This is an optimization exercise on Yosys and OpenROAD, whose aim is small area, a short achievable clock period and few clock cycles, not a production implementation. RTL that was checked went through simulation tests only; none was proved equivalent to the original. Power is estimated from default activity; no workload was simulated.

== willow ==
Design aesKeyExpansionApb, start of the top module:
module aesKeyExpansionApb (
    input  logic                 clk,
    input  logic                 reset,
    input  logic                 psel,
    input  logic                 penable,
    input  logic                 pwrite,
    input  logic [aesKeyPkg::addrWidth-1:0] paddr,
    input  logic [aesKeyPkg::wordWidth-1:0] pwdata,
    output logic [aesKeyPkg::wordWidth-1:0] prdata,
    output logic                 pready,
    output logic                 pslverr
);
Size in the first run: ~2100 cells after synthesis, about 0.019 mm² of cells after synthesis.
clock: 8.0 ns
lec_check: 0
abc_area: 1
cap_margin: 20
core_margin: 2
core_utilization: 40
cts_buf_list: sky130_fd_sc_hd__clkbuf_8
cts_cluster_diameter: 60
cts_cluster_size: 16
setup_slack_margin: 5.0
slew_margin: 20
standard.sh (not shown) runs the stock make flow with config.mk's settings and CLKGATE_MAP_FILE= SYNTH_SCRIPT=/design/flow/synth_recipe.tcl, a recipe that flattens the netlist after the stock synthesis.
==> flow/flow/run.sh <==
#!/bin/bash
# Layout flow: the standard ORFS flow (standard.sh, with the standard
# synthesis unchanged and the settings of config.mk), except that the port
# buffers every input and output gets are the plain buffer named in
# flow/port_buffer.txt. The full make output goes to flow_make.log here.
set -euo pipefail
BUF=$(cat flow/port_buffer.txt)
bash standard.sh "BUFFER_PORTS_ARGS=-buffer_cell $BUF" finish > flow_make.log 2>&1
==> flow/flow/port_buffer.txt <==
sky130_fd_sc_hd__buf_1
Testbench counts of willow, summed over its fixed seeds: cycles 18,048.
The following lists how umber was set up differently from willow:
Settings: removing ABC_AREA (formerly 1).
--- outcome ---
Run comparison: umber slowest library cell on the worst path mux4_2; willow slowest library cell on the worst path nor4_4
Compared with willow, umber ends up with more cell area.
Slew at the pin with the worst max-slew slack down 0.16 ns in umber wrt willow
The cell kind with the greatest summed area comes out sequential cells in one run and multi-input combinational cells in the other, namely in willow and umber respectively.
| proportion of power drawn by flip-flops and latches | umber vs willow | 17 points higher |
## Diff of input files: tundra against umber
Settings: an added ABC_AREA of 1; a change of CORE_UTILIZATION from 40 to 55; an added PLACE_DENSITY of 0.66.
Results
- Sort tundra and umber by area growth from synthesis to final layout, ascending, and tundra comes first.
- Number of port buffers: umber vs tundra, no meaningful difference
- The placed standard-cell area in tundra sits about 5.6% below the value recorded for umber.
- Taking umber as the reference, in tundra part of the Yosys area used for sequential elements higher, die area lower, width of the chip lower.
- Looking at arrival time of the worst setup path across tundra and umber, the one that comes out higher is umber.
- [tundra] number of antenna repair diodes rose 1 relative to umber
- Count of placed standard cells in the final layout, fillers left out grows by a little under 10% when moving from umber to tundra.
- On sequential power: between tundra and umber, it ends up higher for tundra.
- Relative to umber, the number of design-rule violations left by the first detailed-router iteration of tundra is higher by 56%.
## Diff of input files: ember against tundra
Settings: clearing ABC_AREA, which used to be 1; clearing PLACE_DENSITY, which used to be 0.66; swapping 55 for 40 in CORE_UTILIZATION.
==> flow/run.sh (new file) <==
#!/bin/bash
# synth_recipe.tcl (not shown) runs the flow's synth.tcl, then flattens the netlist and writes it again
# the make line also repeats each setting of config.mk as NAME=value (left out here)
make -C /OpenROAD-flow-scripts/flow DESIGN_CONFIG=/design/flow/config.mk WORK_HOME=/design/flow/orfs CLKGATE_MAP_FILE= SYNTH_SCRIPT=/design/flow/synth_recipe.tcl finish
removed: flow/flow/run.sh
removed: flow/flow/port_buffer.txt
removed: flow/standard.sh
## What came out
- Compare ember and tundra | clock network fraction of total power higher: ember
- tundra has a higher sequential portion of the cell area than ember.
- Against tundra as the reference, ember delivers a higher endpoint arrival time on the critical path.
- On post-placement setup slack, ember does better than tundra.
- Compared to tundra, ember has post-synthesis xor/xnor area fraction 6.3 points higher.
#### Input delta (maple over ember)
Settings: ABC_AREA now 1, previously not set; SETUP_SLACK_MARGIN now 4.7, was 5.0.
==> flow/flow/run.sh (new file) <==
#!/bin/bash
# Layout flow: the standard ORFS flow (standard.sh, with the standard
# synthesis unchanged and the settings of config.mk), except that the port
# buffers every input and output gets are the plain buffer named in
# flow/port_buffer.txt. The full make output goes to flow_make.log here.
set -euo pipefail
BUF=$(cat flow/port_buffer.txt)
bash standard.sh "BUFFER_PORTS_ARGS=-buffer_cell $BUF" finish > flow_make.log 2>&1
==> flow/flow/port_buffer.txt (new file) <==
sky130_fd_sc_hd__buf_1
==> flow/standard.sh (new file) <==
#!/bin/bash
# synth_recipe.tcl (not shown) runs the flow's synth.tcl, then flattens the netlist and writes it again
# the make line also repeats each setting of config.mk as NAME=value (left out here)
make -C /OpenROAD-flow-scripts/flow DESIGN_CONFIG=/design/flow/config.mk WORK_HOME=/design/flow/orfs CLKGATE_MAP_FILE= SYNTH_SCRIPT=/design/flow/synth_recipe.tcl "${@:-finish}"
removed: flow/run.sh
Findings:
- maple did not stop at any stage, and its layout met the timing, design-rule and antenna checks.
- Changes observed in maple relative to ember: core utilization has decreased; final design area excluding fillers has decreased; worst hold margin has remained practically unchanged; detailed-route DRC error count has remained practically unchanged.
- In maple the cell count after synthesis turned out 311 higher than in ember.
- ember → maple: synthesis-to-finish area growth lower; delay of the slowest cell on the worst path higher.
- Taking maple as 1.0, ember lands at 0.910 on final wirelength.
Inputs modified between maple and lagoon:
Settings: SETUP_SLACK_MARGIN now 5.0, was 4.7.
==> flow/run.sh (new file) <==
#!/bin/bash
# synth_recipe.tcl (not shown) runs the flow's synth.tcl, then flattens the netlist and writes it again
# the make line also repeats each setting of config.mk as NAME=value (left out here)
make -C /OpenROAD-flow-scripts/flow DESIGN_CONFIG=/design/flow/config.mk WORK_HOME=/design/flow/orfs CLKGATE_MAP_FILE= SYNTH_SCRIPT=/design/flow/synth_recipe.tcl finish
removed: flow/flow/run.sh
removed: flow/flow/port_buffer.txt
removed: flow/standard.sh
- lagoon finished every step from synthesis to the final layout, and the layout passed the timing, design-rule and antenna checks.
- Min synthesis-to-finish area growth across maple and lagoon: maple
- lagoon ended up with a higher detailed-routing iteration count for the pre-antenna-repair pass than maple did.
- Summary — number of buffers added for setup after CTS, lagoon relative to maple: higher, by 4.
- Changes observed in lagoon relative to maple: CTS clock-pin slew for the worst setup and hold paths saw little to no change; initial DRC count decreased by 2.6% relative to the old numbers; total setup violations reported at the end of the flow essentially unchanged; final cell count without fillers about even.

========
== old ==
Another version of the RTL of aesKeyExpansionApb (not shown whole).
Size: ~1800 cells after synthesis, about 370 flip-flops, about 20000 um^2 of cells after synthesis.
==> flow/config.mk <==
export PLATFORM = sky130hd
export DESIGN_NAME = aesKeyExpansionApb
export DESIGN_NICKNAME = aesKeyExpansionApb
export VERILOG_FILES = /design/flow/design.v
export SDC_FILE = /design/flow/constraint.sdc
export NUM_CORES = 4
export LEC_CHECK = 0
export CAP_MARGIN = 20
export CORE_MARGIN = 2
export CORE_UTILIZATION = 40
export CTS_BUF_LIST = sky130_fd_sc_hd__clkbuf_8
export CTS_CLUSTER_DIAMETER = 60
export CTS_CLUSTER_SIZE = 16
export SETUP_SLACK_MARGIN = 5.0
export SLEW_MARGIN = 20
==> flow/constraint.sdc <==
create_clock -name core_clock -period 8.0 [get_ports {clk}]
set_input_delay 1.6000 -clock core_clock [delete_from_list [all_inputs] [get_ports {clk}]]
set_output_delay 1.6000 -clock core_clock [all_outputs]
set_load 0.01 [all_outputs]
run.sh (not shown) runs the stock make flow with config.mk's settings and CLKGATE_MAP_FILE= SYNTH_SCRIPT=/design/flow/synth_recipe.tcl, a recipe that flattens the netlist after the stock synthesis.
Stock flow here: none of the scripts above is used.
old finished every stage and its layout cleared the timing, design-rule and antenna checks.
Relative to old, the following input files were edited for new:
- clearing CTS_BUF_LIST, which used to be sky130_fd_sc_hd__clkbuf_8
- clearing CTS_CLUSTER_SIZE, which used to be 16
- clearing CTS_CLUSTER_DIAMETER, which used to be 60
### Flow results
Compared new against old; met3 wirelength from detailed routing within noise. new leaves more setup margin than old. Comparing area of combinational cells with multiple inputs for old and new, the bigger number came from old. new: largest vdd supply drop 25% above old. Going from old to new, the final-layout fill cell count was found to have gone down by 1.1%. Summary — all-layer global routing usage, new relative to old: higher, by 0.20 points. In new, count of placed standard cells in the final layout, fillers left out is higher than in old. Part of the power in combinational logic: new lower than old. From new to old, share of synthesized area spent on multiplexers did not move at all.
No functional check of the RTL was part of any run of this note.

[re-timing with driven ports]
The flow's constraints put no driver on any port. The routed layouts listed below were extracted and timed again, unchanged, in two steps. Step 1 sets driving cells, clkbuf_16 on the clock port and buf_2 on the other inputs (assumed; they add their load-dependent delay and slew). Step 2 times the ports against the registers' clock, not the clock port: input delays grow and output delays shrink by t, the midpoint of the rising clock arrivals with the driver on. a / b / c = no drivers / after step 1 / after step 2; a / b = the first two.
run	shift t [ns]	setup WS [ns]	hold WS [ns]	worst setup path at the end
willow	0.670	5.049 / 5.038 / 4.367	0.518 / 0.518 / 0.518	input to register
umber	0.657	5.031 / 5.042 / 4.401	0.490 / 0.490 / 0.490	input to register
tundra	0.693	5.089 / 5.089 / 4.426	0.500 / 0.500 / 0.500	input to register
ember	0.652	5.053 / 5.038 / 4.421	0.484 / 0.484 / 0.484	input to register
maple	0.651	4.479 / 4.475 / 3.825	0.484 / 0.484 / 0.484	input to register
lagoon	0.716	5.032 / 4.979 / 4.351	0.505 / 0.505 / 0.505	input to register
old	0.674	4.996 / 4.996 / 4.439	0.474 / 0.474 / 0.474	input to register
new	0.621	5.023 / 5.023 / 4.473	0.471 / 0.471 / 0.471	input to register
After both steps every run listed still meets setup and hold. For willow, which loses most, drivers alone change the setup slack by -0.011 ns; drivers and shift together by -0.682 ns.
